This is an optimization exercise on Yosys and OpenROAD, whose aim is small area, a short achievable clock period and few clock cycles per item, not a production implementation.
Where RTL was checked, it was by simulation tests only, not by an equivalence proof against the original.

oak:
## poly_horner_seq
module poly_horner_seq (
    input  logic               clk,
    input  logic               rst,
    input  logic               coeff_we,
    input  logic [3:0]         coeff_addr,
    input  logic signed [15:0] coeff_wdata,
    input  logic signed [15:0] x,
    input  logic               start,
    output logic               busy,
    output logic               done,
    output logic signed [31:0] sum,
    output logic               ovf
);
==> flow/config.mk <==
export PLATFORM = sky130hd
export DESIGN_NAME = poly_horner_seq
export DESIGN_NICKNAME = poly_horner_seq
export VERILOG_FILES = /design/flow/design.v
export SDC_FILE = /design/flow/constraint.sdc
export NUM_CORES = 4
export LEC_CHECK = 0
export ABC_AREA = 1
export CAP_MARGIN = 20
export CORE_MARGIN = 2
export CORE_UTILIZATION = 40
export SETUP_SLACK_MARGIN = 3.7
export SLEW_MARGIN = 20
export SYNTH_HIERARCHICAL = 1
export SYNTH_MINIMUM_KEEP_SIZE = 0
==> flow/constraint.sdc <==
create_clock -name core_clock -period 9.0 [get_ports {clk}]
set_input_delay 1.8000 -clock core_clock [delete_from_list [all_inputs] [get_ports {clk}]]
set_output_delay 1.8000 -clock core_clock [all_outputs]
set_load 0.01 [all_outputs]
run.sh (not shown) runs the stock make flow with config.mk's settings and CLKGATE_MAP_FILE= SYNTH_SCRIPT=/design/flow/synth_recipe.tcl, a recipe that flattens the netlist after the stock synthesis.
[inputs] pine vs oak
diff --git a/flow/design.v b/flow/design.v
--- a/flow/design.v
+++ b/flow/design.v
@@ -1793,48 +1793,47 @@
     assign w_ge   = w_cy15 ? w_y[16] : (w_y[16] | w_y[15]);
     assign w_chi  = ~w_acc[31] & (&w_acc[30:15]) & r_cneg & r_ge;
     assign w_clo  = w_acc[31] & ~(|w_acc[30:15]) & ~r_cneg & ~r_ge;
     always_ff @(posedge clk or posedge rst) begin
         if (rst) begin
             r_busy <= 1'b0;
             r_done <= 1'b0;
             r_idx  <= 4'd10;
             r_bonen <= '1;
             r_btwon <= '1;
             r_bneg  <= '0;
-            r_cval <= '0;
-            r_c    <= '0;    
+            r_cval  <= '0;
         end else begin
             r_done <= w_last;
-            r_c    <= w_cn;
             if (w_wr) r_cval[coeff_addr] <= 1'b1;
             r_idx <= w_idx_n;
             if (w_acc_st) begin
                 r_busy <= 1'b1;
                 r_bonen <= ~w_xone;
                 r_btwon <= ~w_xtwo;
                 r_bneg  <= w_xneg;
             end else if (r_busy) begin
                 if (w_last) begin
                     r_busy <= 1'b0;
                     r_bonen <= '1;
                     r_btwon <= '1;
                     r_bneg  <= '0;
                 end
             end
         end
     end
     always_ff @(posedge clk) begin
         if (w_wr) r_coeff[coeff_addr] <= coeff_wdata;
     end
     always_ff @(posedge clk) begin
+        r_c     <= w_cn;
         r_ge    <= w_ge;
         r_cneg  <= w_craw[15];
         if (w_acc_st | r_busy) begin
             r_accn <= ~w_s;
         end
         if (w_acc_st) begin
             r_ovf <= 1'b0;
         end else if (r_busy | r_done) begin
             r_ovf <= r_ovf | (r_busy & w_sovf) | w_chi | w_clo;
         end
     end
## What came out
- Every run in the comparison, pine and oak, completed the flow with a clean layout.
- The run showing the smaller global-route wire length before repair is pine.
- Re area growth from synthesis to layout: oak was higher than pine.
- Compared oak against pine; area share of fa/ha/maj cells after synthesis within noise.
- Diff pine..oak | number of failing hold endpoints at the final stage | unchanged
- Going from oak to pine, total area of multi-input combinational cells increased 0.46%; number of unique standard cell types used by synthesis rose by about 17%.
No run of this note included a check of the RTL's function; only the layout flow was run.

## run B
Another version of the RTL of poly_horner_seq (not shown whole).
Size in the first run: about 2300 cells after synthesis, about 270 flip-flops, ~75 I/O pins, roughly 23000 um2 of cells after synthesis.
clock: 9.0 ns
lec_check: 0
abc_area: 1
cap_margin: 20
core_margin: 2
core_utilization: 40
setup_slack_margin: 3.7
slew_margin: 20
synth_hierarchical: 1
synth_minimum_keep_size: 0
Testbench counts of run B, summed over its fixed seeds: cycles 14,440, evals 1,280.
For run F, these inputs were changed with respect to run B:
--- a/flow/design.v
+++ b/flow/design.v
@@ -1793,20 +1793,18 @@
         if (rst) begin
             r_busy <= 1'b0;
             r_done <= 1'b0;
             r_idx  <= 4'd10;
             r_bone <= '0;
             r_btwo <= '0;
             r_bneg <= '0;
             r_cval <= '0;
-            r_c    <= '0;    
         end else begin
             r_done <= w_last;
-            r_c    <= w_cn;
             if (w_wr) r_cval[coeff_addr] <= 1'b1;
             r_idx <= w_idx_n;
             if (w_acc_st) begin
                 r_busy <= 1'b1;
                 r_bone <= w_xone;
                 r_btwo <= w_xtwo;
                 r_bneg <= w_xneg;
             end else if (r_busy) begin
@@ -1818,16 +1816,17 @@
                 end
             end
         end
     end
     always_ff @(posedge clk) begin
         if (w_wr) r_coeff[coeff_addr] <= coeff_wdata;
     end
     always_ff @(posedge clk) begin
+        r_c     <= w_cn;
         r_ge    <= w_ge;
         r_cneg  <= w_craw[15];
         if (w_acc_st | r_busy) begin
             r_acc <= w_s;
         end
         if (w_acc_st) begin
             r_ovf <= 1'b0;
         end else if (r_busy | r_done) begin
## What came out
Xor and xnor fraction of the mapped netlist area essentially unchanged between run F and run B.
Summary: with run B as the reference, total routed wire length on the met1 layer in run F moved up by a few percent.
Going from run B to run F, depth of the most critical reg-to-reg path -1; area used by sequential logic in the layout lost about 1.1%; placed standard-cell area comparable; worst-case setup slack after placement went up; maximum frequency fell by 0.0011 GHz.
Changes observed in run F relative to run B: design area shows no meaningful change, number of stages on the worst setup path shows a reduction of 12, delay of the slowest critical-path stage shows an increase of 0.04 ns, hold slack shows an increase of 0.0042 ns, critical-path maximum fanout shows an increase of 1.
Testbench counts of run F, summed over its fixed seeds: cycles 14,440, evals 1,280.

-- port drivers added, routing unchanged --
Ports are ideal in the flow. The routed layouts listed here were re-timed in OpenROAD. Step 1, drivers: a clkbuf_16 drives clk and a buf_2 each remaining input, both assumed. Step 2 times the ports against the registers' clock, not the clock port: input delays grow and output delays shrink by t, the midpoint of the rising clock arrivals with the driver on. Slacks: ideal ports / drivers / drivers and shift; pairs: ideal ports / drivers.
| run | shift t [ns] | setup slack, ns | hold slack, ns | worst data-port slew with drivers (ns) | cell pins on the clock port's net |
|---|---|---|---|---|---|
| oak | 0.655 | 3.775 / 3.771 / 3.775 | 0.455 / 0.455 / 0.455 | 0.11 | 1 |
| pine | 0.641 | 3.899 / 3.899 / 3.688 | 0.463 / 0.463 / 0.463 | 0.11 | 1 |
| run B | 0.641 | 3.902 / 3.857 / 3.902 | 0.456 / 0.456 / 0.456 | 0.07 | 1 |
| run F | 0.653 | 3.874 / 3.816 / 3.910 | 0.460 / 0.460 / 0.460 | 0.06 | 1 |
After both steps every run listed still meets setup and hold. The setup slack of pine, which loses most, moves by 0.000 ns with the drivers and by -0.211 ns with both steps.
